This design comes from an exercise in tuning for small area on the open sky130 flow, not from production work. The RTL was checked by simulation tests, not by an equivalence proof against the original design. No activity file was given, so power comes from the tool's default toggle rates.

==> inputs of v32 <==
==> flow/design.v <==
`timescale 1ns/1ns
`default_nettype none
module stopwatch_top
(
    input  logic        clk_1kHz,
    input  logic        rst,
    input  logic        start,
    input  logic        stop,
    input  logic        lap,
    input  logic        timer_sel,
    input  logic        view_sel,
    input  logic [3:0]  lap_view,
    input  logic        load,
    input  logic [7:0]  load_hours,
    input  logic [7:0]  load_minutes,
    input  logic [7:0]  load_seconds,
    input  logic [9:0]  load_millisec,
    output logic [7:0]  hours,
    output logic [7:0]  minutes,
    output logic [7:0]  seconds,
    output logic [9:0]  millisec,
    output logic        stopped,
    output logic [3:0]  lap_count
);
    localparam int W = 29;
    logic       run0, stp0, run1, stp1;
    logic [3:0] n0, n1;
    logic [W-1:0] cur0, cur1;
    logic [9:0][W-1:0] lap0, lap1;
    logic         act_run, act_stp;
    logic [3:0]   act_n;
    logic [W-1:0] act_cur;
    assign act_run = timer_sel ? run1 : run0;
    assign act_stp = timer_sel ? stp1 : stp0;
    assign act_n   = timer_sel ? n1   : n0;
    assign act_cur = timer_sel ? cur1 : cur0;
    logic [9:0] ms;
    logic [5:0] sc, mn;
    logic [6:0] hr;
    assign {hr, mn, sc, ms} = act_cur;
    logic ms_last, sc_last, mn_last, hr_last;
    assign ms_last = &{ms[9:5], ms[2:0]};
    assign sc_last = &{sc[5:3], sc[1:0]};
    assign mn_last = &{mn[5:3], mn[1:0]};
    assign hr_last = &{hr[6:5], hr[1:0]};
    logic [9:0] ms_n;
    logic [5:0] sc_n, mn_n;
    logic [6:0] hr_n;
    always_comb begin
        ms_n = ms + 10'd1;
        sc_n = sc;
        mn_n = mn;
        hr_n = hr;
        if (ms_last) begin
            ms_n = '0;
            sc_n = sc + 6'd1;
            if (sc_last) begin
                sc_n = '0;
                mn_n = mn + 6'd1;
                if (mn_last) begin
                    mn_n = '0;
                    hr_n = hr_last ? 7'd0 : hr + 7'd1;
                end
            end
        end
    end
    logic [W-1:0] next_time;
    assign next_time = load ? {load_hours[6:0], load_minutes[5:0], load_seconds[5:0], load_millisec}
                            : {hr_n, mn_n, sc_n, ms_n};
    logic room, lap_wr;
    assign room   = !(act_n[3] && act_n[1]);    
    assign lap_wr = lap && room && ((act_run && !stop) || (act_stp && !start));
    logic cur_en0, cur_en1, lap_en0, lap_en1;
    assign cur_en0 = !timer_sel && (load || run0);
    assign cur_en1 =  timer_sel && (load || run1);
    assign lap_en0 = !timer_sel && lap_wr;
    assign lap_en1 =  timer_sel && lap_wr;
    always_ff @(posedge clk_1kHz or posedge rst) begin
        if (rst) begin
            run0 <= 1'b0;
            stp0 <= 1'b0;
        end else if (!timer_sel) begin
            if (run0) begin
                if (stop) begin
                    run0 <= 1'b0;
                    stp0 <= 1'b1;
                end
            end else if (start) begin
                run0 <= 1'b1;
                stp0 <= 1'b0;
            end
        end
    end
    always_ff @(posedge clk_1kHz or posedge rst) begin
        if (rst) begin
            run1 <= 1'b0;
            stp1 <= 1'b0;
        end else if (timer_sel) begin
            if (run1) begin
                if (stop) begin
                    run1 <= 1'b0;
                    stp1 <= 1'b1;
                end
            end else if (start) begin
                run1 <= 1'b1;
                stp1 <= 1'b0;
            end
        end
    end
    always_ff @(posedge clk_1kHz or posedge rst) begin
        if (rst) begin
            n0 <= '0;
        end else if (lap_en0) begin
            n0 <= n0 + 4'd1;
        end
    end
    always_ff @(posedge clk_1kHz or posedge rst) begin
        if (rst) begin
            n1 <= '0;
        end else if (lap_en1) begin
            n1 <= n1 + 4'd1;
        end
    end
    always_ff @(posedge clk_1kHz or posedge rst) begin
        if (rst) begin
            cur0 <= '0;
        end else if (cur_en0) begin
            cur0 <= next_time;
        end
    end
    always_ff @(posedge clk_1kHz or posedge rst) begin
        if (rst) begin
            cur1 <= '0;
        end else if (cur_en1) begin
            cur1 <= next_time;
        end
    end
    logic [9:0] we0, we1;
    always_comb begin
        for (int i = 0; i < 10; i++) begin
            we0[i] = lap_en0 && (n0 == 4'(i));
            we1[i] = lap_en1 && (n1 == 4'(i));
        end
    end
    logic [9:0][W-1:0] lap0_d, lap1_d;
    for (genvar i = 0; i < 10; i++) begin : g_lap
        for (genvar b = 0; b < W; b++) begin : g_bit
            sw_hold u_h0 (.d(act_cur[b]), .we(we0[i]), .wen(!we0[i]), .q(lap0[i][b]), .y(lap0_d[i][b]));
            sw_hold u_h1 (.d(act_cur[b]), .we(we1[i]), .wen(!we1[i]), .q(lap1[i][b]), .y(lap1_d[i][b]));
        end
    end
    always_ff @(posedge clk_1kHz) begin
        lap0 <= lap0_d;
        lap1 <= lap1_d;
    end
    logic show_lap;
    assign show_lap = view_sel && (lap_view < act_n);
    logic [20:0] dsel;
    logic [20:0][W-1:0] dsrc;
    always_comb begin
        for (int i = 0; i < 10; i++) begin
            dsel[i]      = show_lap && !timer_sel && (lap_view == 4'(i));
            dsel[10 + i] = show_lap &&  timer_sel && (lap_view == 4'(i));
            dsrc[i]      = lap0[i];
            dsrc[10 + i] = lap1[i];
        end
        dsel[20] = !show_lap;
        dsrc[20] = act_cur;
    end
    logic [W-1:0] disp;
    for (genvar b = 0; b < W; b++) begin : g_disp
        logic [6:0] part_n;
        for (genvar k = 0; k < 7; k++) begin : g_part
            sw_ao222n u_ao (
                .a0(dsrc[3*k][b]),     .s0(dsel[3*k]),
                .a1(dsrc[3*k + 1][b]), .s1(dsel[3*k + 1]),
                .a2(dsrc[3*k + 2][b]), .s2(dsel[3*k + 2]),
                .yn(part_n[k])
            );
        end
        assign disp[b] = !(&part_n);
    end
    assign hours     = {1'b0, disp[28:22]};
    assign minutes   = {2'b0, disp[21:16]};
    assign seconds   = {2'b0, disp[15:10]};
    assign millisec  = disp[9:0];
    assign stopped   = act_stp;
    assign lap_count = act_n;
endmodule
module sw_hold
(
    input  logic d,
    input  logic we,
    input  logic wen,
    input  logic q,
    output logic y
);
    assign y = (we & d) | (wen & q);
endmodule
module sw_ao222n
(
    input  logic a0, s0,
    input  logic a1, s1,
    input  logic a2, s2,
    output logic yn
);
    assign yn = !((a0 & s0) | (a1 & s1) | (a2 & s2));
endmodule
`default_nettype wire
==> flow/run.sh <==
#!/bin/bash
# synth_recipe.tcl (not shown) runs the flow's synth.tcl, then flattens the netlist and writes it again
# the make line also repeats each setting of config.mk as NAME=value (left out here)
make -C /OpenROAD-flow-scripts/flow DESIGN_CONFIG=/design/flow/config.mk WORK_HOME=/design/flow/orfs CLKGATE_MAP_FILE= SYNTH_SCRIPT=/design/flow/synth_recipe.tcl finish
==> flow/config.mk <==
export PLATFORM = sky130hd
export DESIGN_NAME = stopwatch_top
export DESIGN_NICKNAME = stopwatch_top
export VERILOG_FILES = /design/flow/design.v
export SDC_FILE = /design/flow/constraint.sdc
export NUM_CORES = 4
export LEC_CHECK = 0
export CAP_MARGIN = 20
export CORE_MARGIN = 2
export CORE_UTILIZATION = 40
export SLEW_MARGIN = 20
export SYNTH_HIERARCHICAL = 1
export SYNTH_MINIMUM_KEEP_SIZE = 0
==> flow/constraint.sdc <==
create_clock -name core_clock -period 10.0 [get_ports {clk_1kHz}]
set_input_delay 2.0000 -clock core_clock [delete_from_list [all_inputs] [get_ports {clk_1kHz}]]
set_output_delay 2.0000 -clock core_clock [all_outputs]
set_load 0.01 [all_outputs]
==> inputs of v9, as changes to v32 <==
--- a/flow/design.v
+++ b/flow/design.v
@@ -23,8 +23,8 @@
     output logic [3:0]  lap_count
 );
     localparam int W = 29;
-    logic       run0, stp0, run1, stp1;
-    logic [3:0] n0, n1;
+    logic         run0, stp0, run1, stp1;
+    logic [3:0]   n0, n1;
     logic [W-1:0] cur0, cur1;
     logic [9:0][W-1:0] lap0, lap1;
     logic         act_run, act_stp;
@@ -33,7 +33,9 @@
     assign act_run = timer_sel ? run1 : run0;
     assign act_stp = timer_sel ? stp1 : stp0;
     assign act_n   = timer_sel ? n1   : n0;
-    assign act_cur = timer_sel ? cur1 : cur0;
+    for (genvar b = 0; b < W; b++) begin : g_act
+        sw_ao22 u_m (.a0(cur1[b]), .s0(timer_sel), .a1(cur0[b]), .s1(!timer_sel), .y(act_cur[b]));
+    end
     logic [9:0] ms;
     logic [5:0] sc, mn;
     logic [6:0] hr;
@@ -43,36 +45,47 @@
     assign sc_last = &{sc[5:3], sc[1:0]};
     assign mn_last = &{mn[5:3], mn[1:0]};
     assign hr_last = &{hr[6:5], hr[1:0]};
-    logic [9:0] ms_n;
-    logic [5:0] sc_n, mn_n;
-    logic [6:0] hr_n;
-    always_comb begin
-        ms_n = ms + 10'd1;
-        sc_n = sc;
-        mn_n = mn;
-        hr_n = hr;
-        if (ms_last) begin
-            ms_n = '0;
-            sc_n = sc + 6'd1;
-            if (sc_last) begin
-                sc_n = '0;
-                mn_n = mn + 6'd1;
-                if (mn_last) begin
-                    mn_n = '0;
-                    hr_n = hr_last ? 7'd0 : hr + 7'd1;
-                end
-            end
-        end
-    end
-    logic [W-1:0] next_time;
-    assign next_time = load ? {load_hours[6:0], load_minutes[5:0], load_seconds[5:0], load_millisec}
-                            : {hr_n, mn_n, sc_n, ms_n};
-    logic room, lap_wr;
-    assign room   = !(act_n[3] && act_n[1]);    
-    assign lap_wr = lap && room && ((act_run && !stop) || (act_stp && !start));
-    logic cur_en0, cur_en1, lap_en0, lap_en1;
-    assign cur_en0 = !timer_sel && (load || run0);
-    assign cur_en1 =  timer_sel && (load || run1);
+    logic [9:0] ms_i;
+    logic [5:0] sc_i, mn_i;
+    logic [6:0] hr_i;
+    assign ms_i = ms + 10'd1;
+    assign sc_i = sc + 6'd1;
+    assign mn_i = mn + 6'd1;
+    assign hr_i = hr + 7'd1;
+    logic [W-1:0] preset, stepped, step_keep, next_time;
+    assign preset  = {load_hours[6:0], load_minutes[5:0], load_seconds[5:0], load_millisec};
+    assign stepped = {hr_i, mn_i, sc_i, ms_i};
+    assign step_keep = {{7{!load && !hr_last}}, {6{!load && !mn_last}},
+                        {6{!load && !sc_last}}, {10{!load && !ms_last}}};
+    for (genvar b = 0; b < W; b++) begin : g_next
+        sw_ao22 u_n (.a0(preset[b]), .s0(load), .a1(stepped[b]), .s1(step_keep[b]), .y(next_time[b]));
+    end
+    logic c_ms, c_sc, c_mn, c_hr;
+    assign c_ms = load || act_run;
+    assign c_sc = load || (act_run && ms_last);
+    assign c_mn = load || (act_run && ms_last && sc_last);
+    assign c_hr = load || (act_run && ms_last && sc_last && mn_last);
+    logic [W-1:0] fen;
+    assign fen = {{7{c_hr}}, {6{c_mn}}, {6{c_sc}}, {10{c_ms}}};
+    logic [W-1:0] en0, en1, cur0_d, cur1_d;
+    assign en0 = fen & {W{!timer_sel}};
+    assign en1 = fen & {W{timer_sel}};
+    for (genvar b = 0; b < W; b++) begin : g_cur
+        sw_ao22 u_c0 (.a0(next_time[b]), .s0(en0[b]), .a1(cur0[b]), .s1(!en0[b]), .y(cur0_d[b]));
+        sw_ao22 u_c1 (.a0(next_time[b]), .s0(en1[b]), .a1(cur1[b]), .s1(!en1[b]), .y(cur1_d[b]));
+    end
+    always_ff @(posedge clk_1kHz or posedge rst) begin
+        if (rst) begin
+            cur0 <= '0;
+            cur1 <= '0;
+        end else begin
+            cur0 <= cur0_d;
+            cur1 <= cur1_d;
+        end
+    end
+    logic room, lap_wr, lap_en0, lap_en1;
+    assign room    = !(act_n[3] && act_n[1]);    
+    assign lap_wr  = lap && room && ((act_run && !stop) || (act_stp && !start));
     assign lap_en0 = !timer_sel && lap_wr;
     assign lap_en1 =  timer_sel && lap_wr;
     always_ff @(posedge clk_1kHz or posedge rst) begin
@@ -121,20 +134,6 @@
             n1 <= n1 + 4'd1;
         end
     end
-    always_ff @(posedge clk_1kHz or posedge rst) begin
-        if (rst) begin
-            cur0 <= '0;
-        end else if (cur_en0) begin
-            cur0 <= next_time;
-        end
-    end
-    always_ff @(posedge clk_1kHz or posedge rst) begin
-        if (rst) begin
-            cur1 <= '0;
-        end else if (cur_en1) begin
-            cur1 <= next_time;
-        end
-    end
     logic [9:0] we0, we1;
     always_comb begin
         for (int i = 0; i < 10; i++) begin
@@ -145,8 +144,8 @@
     logic [9:0][W-1:0] lap0_d, lap1_d;
     for (genvar i = 0; i < 10; i++) begin : g_lap
         for (genvar b = 0; b < W; b++) begin : g_bit
-            sw_hold u_h0 (.d(act_cur[b]), .we(we0[i]), .wen(!we0[i]), .q(lap0[i][b]), .y(lap0_d[i][b]));
-            sw_hold u_h1 (.d(act_cur[b]), .we(we1[i]), .wen(!we1[i]), .q(lap1[i][b]), .y(lap1_d[i][b]));
+            sw_ao22 u_h0 (.a0(cur0[b]), .s0(we0[i]), .a1(lap0[i][b]), .s1(!we0[i]), .y(lap0_d[i][b]));
+            sw_ao22 u_h1 (.a0(cur1[b]), .s0(we1[i]), .a1(lap1[i][b]), .s1(!we1[i]), .y(lap1_d[i][b]));
         end
     end
     always_ff @(posedge clk_1kHz) begin
@@ -187,15 +186,13 @@
     assign stopped   = act_stp;
     assign lap_count = act_n;
 endmodule
-module sw_hold
+module sw_ao22
 (
-    input  logic d,
-    input  logic we,
-    input  logic wen,
-    input  logic q,
+    input  logic a0, s0,
+    input  logic a1, s1,
     output logic y
 );
-    assign y = (we & d) | (wen & q);
+    assign y = (a0 & s0) | (a1 & s1);
 endmodule
 module sw_ao222n
 (
==> flow/flow/run.sh (new file) <==
#!/bin/bash
# The standard layout (standard.sh, unchanged synthesis, floorplan, power
# grid, placement, routing) with two settings changed:
#  - ports are buffered with sky130_fd_sc_hd__buf_1 instead of the default
#    delay buffer;
#  - clock tree: clkbuf_8 buffers, clusters of at most 16 sinks, no dummy loads.
# The full output of the make run is kept in flow_make.log in this folder;
# ORFS writes each step's own log under orfs/logs/.
set -euo pipefail
export BUFFER_PORTS_ARGS="-buffer_cell sky130_fd_sc_hd__buf_1"
export CTS_ARGS="-sink_clustering_enable -repair_clock_nets -sink_clustering_size 16 -sink_clustering_max_diameter 100 -dont_use_dummy_load -buf_list sky130_fd_sc_hd__clkbuf_8"
bash standard.sh > flow_make.log 2>&1
==> flow/standard.sh (new file) <==
#!/bin/bash
# synth_recipe.tcl (not shown) runs the flow's synth.tcl, then flattens the netlist and writes it again
# the make line also repeats each setting of config.mk as NAME=value (left out here)
make -C /OpenROAD-flow-scripts/flow DESIGN_CONFIG=/design/flow/config.mk WORK_HOME=/design/flow/orfs CLKGATE_MAP_FILE= SYNTH_SCRIPT=/design/flow/synth_recipe.tcl "${@:-finish}"
removed: flow/run.sh
==> inputs of v6, as changes to v32 <==
--- a/flow/design.v
+++ b/flow/design.v
@@ -26,7 +26,8 @@
     logic       run0, stp0, run1, stp1;
     logic [3:0] n0, n1;
     logic [W-1:0] cur0, cur1;
-    logic [9:0][W-1:0] lap0, lap1;
+    logic [W-1:0] lap0 [10];
+    logic [W-1:0] lap1 [10];
     logic         act_run, act_stp;
     logic [3:0]   act_n;
     logic [W-1:0] act_cur;
@@ -135,50 +136,21 @@
             cur1 <= next_time;
         end
     end
-    logic [9:0] we0, we1;
-    always_comb begin
+    always_ff @(posedge clk_1kHz) begin
         for (int i = 0; i < 10; i++) begin
-            we0[i] = lap_en0 && (n0 == 4'(i));
-            we1[i] = lap_en1 && (n1 == 4'(i));
+            if (lap_en0 && (n0 == 4'(i))) lap0[i] <= act_cur;
+            if (lap_en1 && (n1 == 4'(i))) lap1[i] <= act_cur;
         end
-    end
-    logic [9:0][W-1:0] lap0_d, lap1_d;
-    for (genvar i = 0; i < 10; i++) begin : g_lap
-        for (genvar b = 0; b < W; b++) begin : g_bit
-            sw_hold u_h0 (.d(act_cur[b]), .we(we0[i]), .wen(!we0[i]), .q(lap0[i][b]), .y(lap0_d[i][b]));
-            sw_hold u_h1 (.d(act_cur[b]), .we(we1[i]), .wen(!we1[i]), .q(lap1[i][b]), .y(lap1_d[i][b]));
-        end
-    end
-    always_ff @(posedge clk_1kHz) begin
-        lap0 <= lap0_d;
-        lap1 <= lap1_d;
     end
     logic show_lap;
     assign show_lap = view_sel && (lap_view < act_n);
-    logic [20:0] dsel;
-    logic [20:0][W-1:0] dsrc;
+    logic [W-1:0] disp;
     always_comb begin
+        disp = show_lap ? '0 : act_cur;
         for (int i = 0; i < 10; i++) begin
-            dsel[i]      = show_lap && !timer_sel && (lap_view == 4'(i));
-            dsel[10 + i] = show_lap &&  timer_sel && (lap_view == 4'(i));
-            dsrc[i]      = lap0[i];
-            dsrc[10 + i] = lap1[i];
+            disp = disp | ({W{show_lap && !timer_sel && (lap_view == 4'(i))}} & lap0[i])
+                        | ({W{show_lap &&  timer_sel && (lap_view == 4'(i))}} & lap1[i]);
         end
-        dsel[20] = !show_lap;
-        dsrc[20] = act_cur;
-    end
-    logic [W-1:0] disp;
-    for (genvar b = 0; b < W; b++) begin : g_disp
-        logic [6:0] part_n;
-        for (genvar k = 0; k < 7; k++) begin : g_part
-            sw_ao222n u_ao (
-                .a0(dsrc[3*k][b]),     .s0(dsel[3*k]),
-                .a1(dsrc[3*k + 1][b]), .s1(dsel[3*k + 1]),
-                .a2(dsrc[3*k + 2][b]), .s2(dsel[3*k + 2]),
-                .yn(part_n[k])
-            );
-        end
-        assign disp[b] = !(&part_n);
     end
     assign hours     = {1'b0, disp[28:22]};
     assign minutes   = {2'b0, disp[21:16]};
@@ -187,23 +159,4 @@
     assign stopped   = act_stp;
     assign lap_count = act_n;
 endmodule
-module sw_hold
-(
-    input  logic d,
-    input  logic we,
-    input  logic wen,
-    input  logic q,
-    output logic y
-);
-    assign y = (we & d) | (wen & q);
-endmodule
-module sw_ao222n
-(
-    input  logic a0, s0,
-    input  logic a1, s1,
-    input  logic a2, s2,
-    output logic yn
-);
-    assign yn = !((a0 & s0) | (a1 & s1) | (a2 & s2));
-endmodule
 `default_nettype wire
--- a/flow/config.mk
+++ b/flow/config.mk
@@ -9,5 +9,3 @@
 export CORE_MARGIN = 2
 export CORE_UTILIZATION = 40
 export SLEW_MARGIN = 20
-export SYNTH_HIERARCHICAL = 1
-export SYNTH_MINIMUM_KEEP_SIZE = 0
==> summary of the runs <==
- v9 went through all stages and came out clean. v6 finished with timing, DRC and antenna clean. v32 completed with no timing, DRC or antenna violations.
- In v9 the area after synthesis is lower than in v32, by 3.7%.
- The lowest non-clock buffer count belongs to v9, the highest to v6.
- Design area, highest first: v6, v32, v9.
- The highest maximum frequency belongs to v9, the lowest to v6.
- In v6 the die area is larger than in v9, by about 14%.
- In register-to-register slack, v32 and v9 hardly differ.
- Clock power, lowest first: v9, v6, v32.
- Combinational power: v32 is larger than v6 (48%).
- Between v6 and v9, the lower total power is in v9 (gap about 12%, measured against v9).
- Final cell count: v9 < v6 < v32.

## separate check: timing with driven ports
The flow's constraints put no driver on any port. The routed layouts listed below were extracted and timed again, unchanged, in two steps. Step 1 assumes that a clkbuf_16 drives the clock port and a buf_2 every other input. Step 2 times the ports against the registers' clock, not the clock port: input delays grow and output delays shrink by t, the midpoint of the rising clock arrivals with the driver on. Three values: ideal, step 1, step 2; two values: the first two.
run	shift t [ns]	slack for setup (ns)	hold WS [ns]	latest minus earliest clock arrival (ns)
v32	0.662	1.451 / 1.427 / 1.427	0.470 / 0.470 / 0.470	0.022 / 0.022
v9	0.724	2.403 / 2.367 / 2.367	0.482 / 0.482 / 0.482	0.064 / 0.064
v6	0.669	1.242 / 1.221 / 1.221	0.471 / 0.471 / 0.471	0.034 / 0.034
After both steps setup and hold are still met in every run listed. For v9, which loses most, drivers alone change the setup slack by -0.036 ns; drivers and shift together by -0.036 ns.
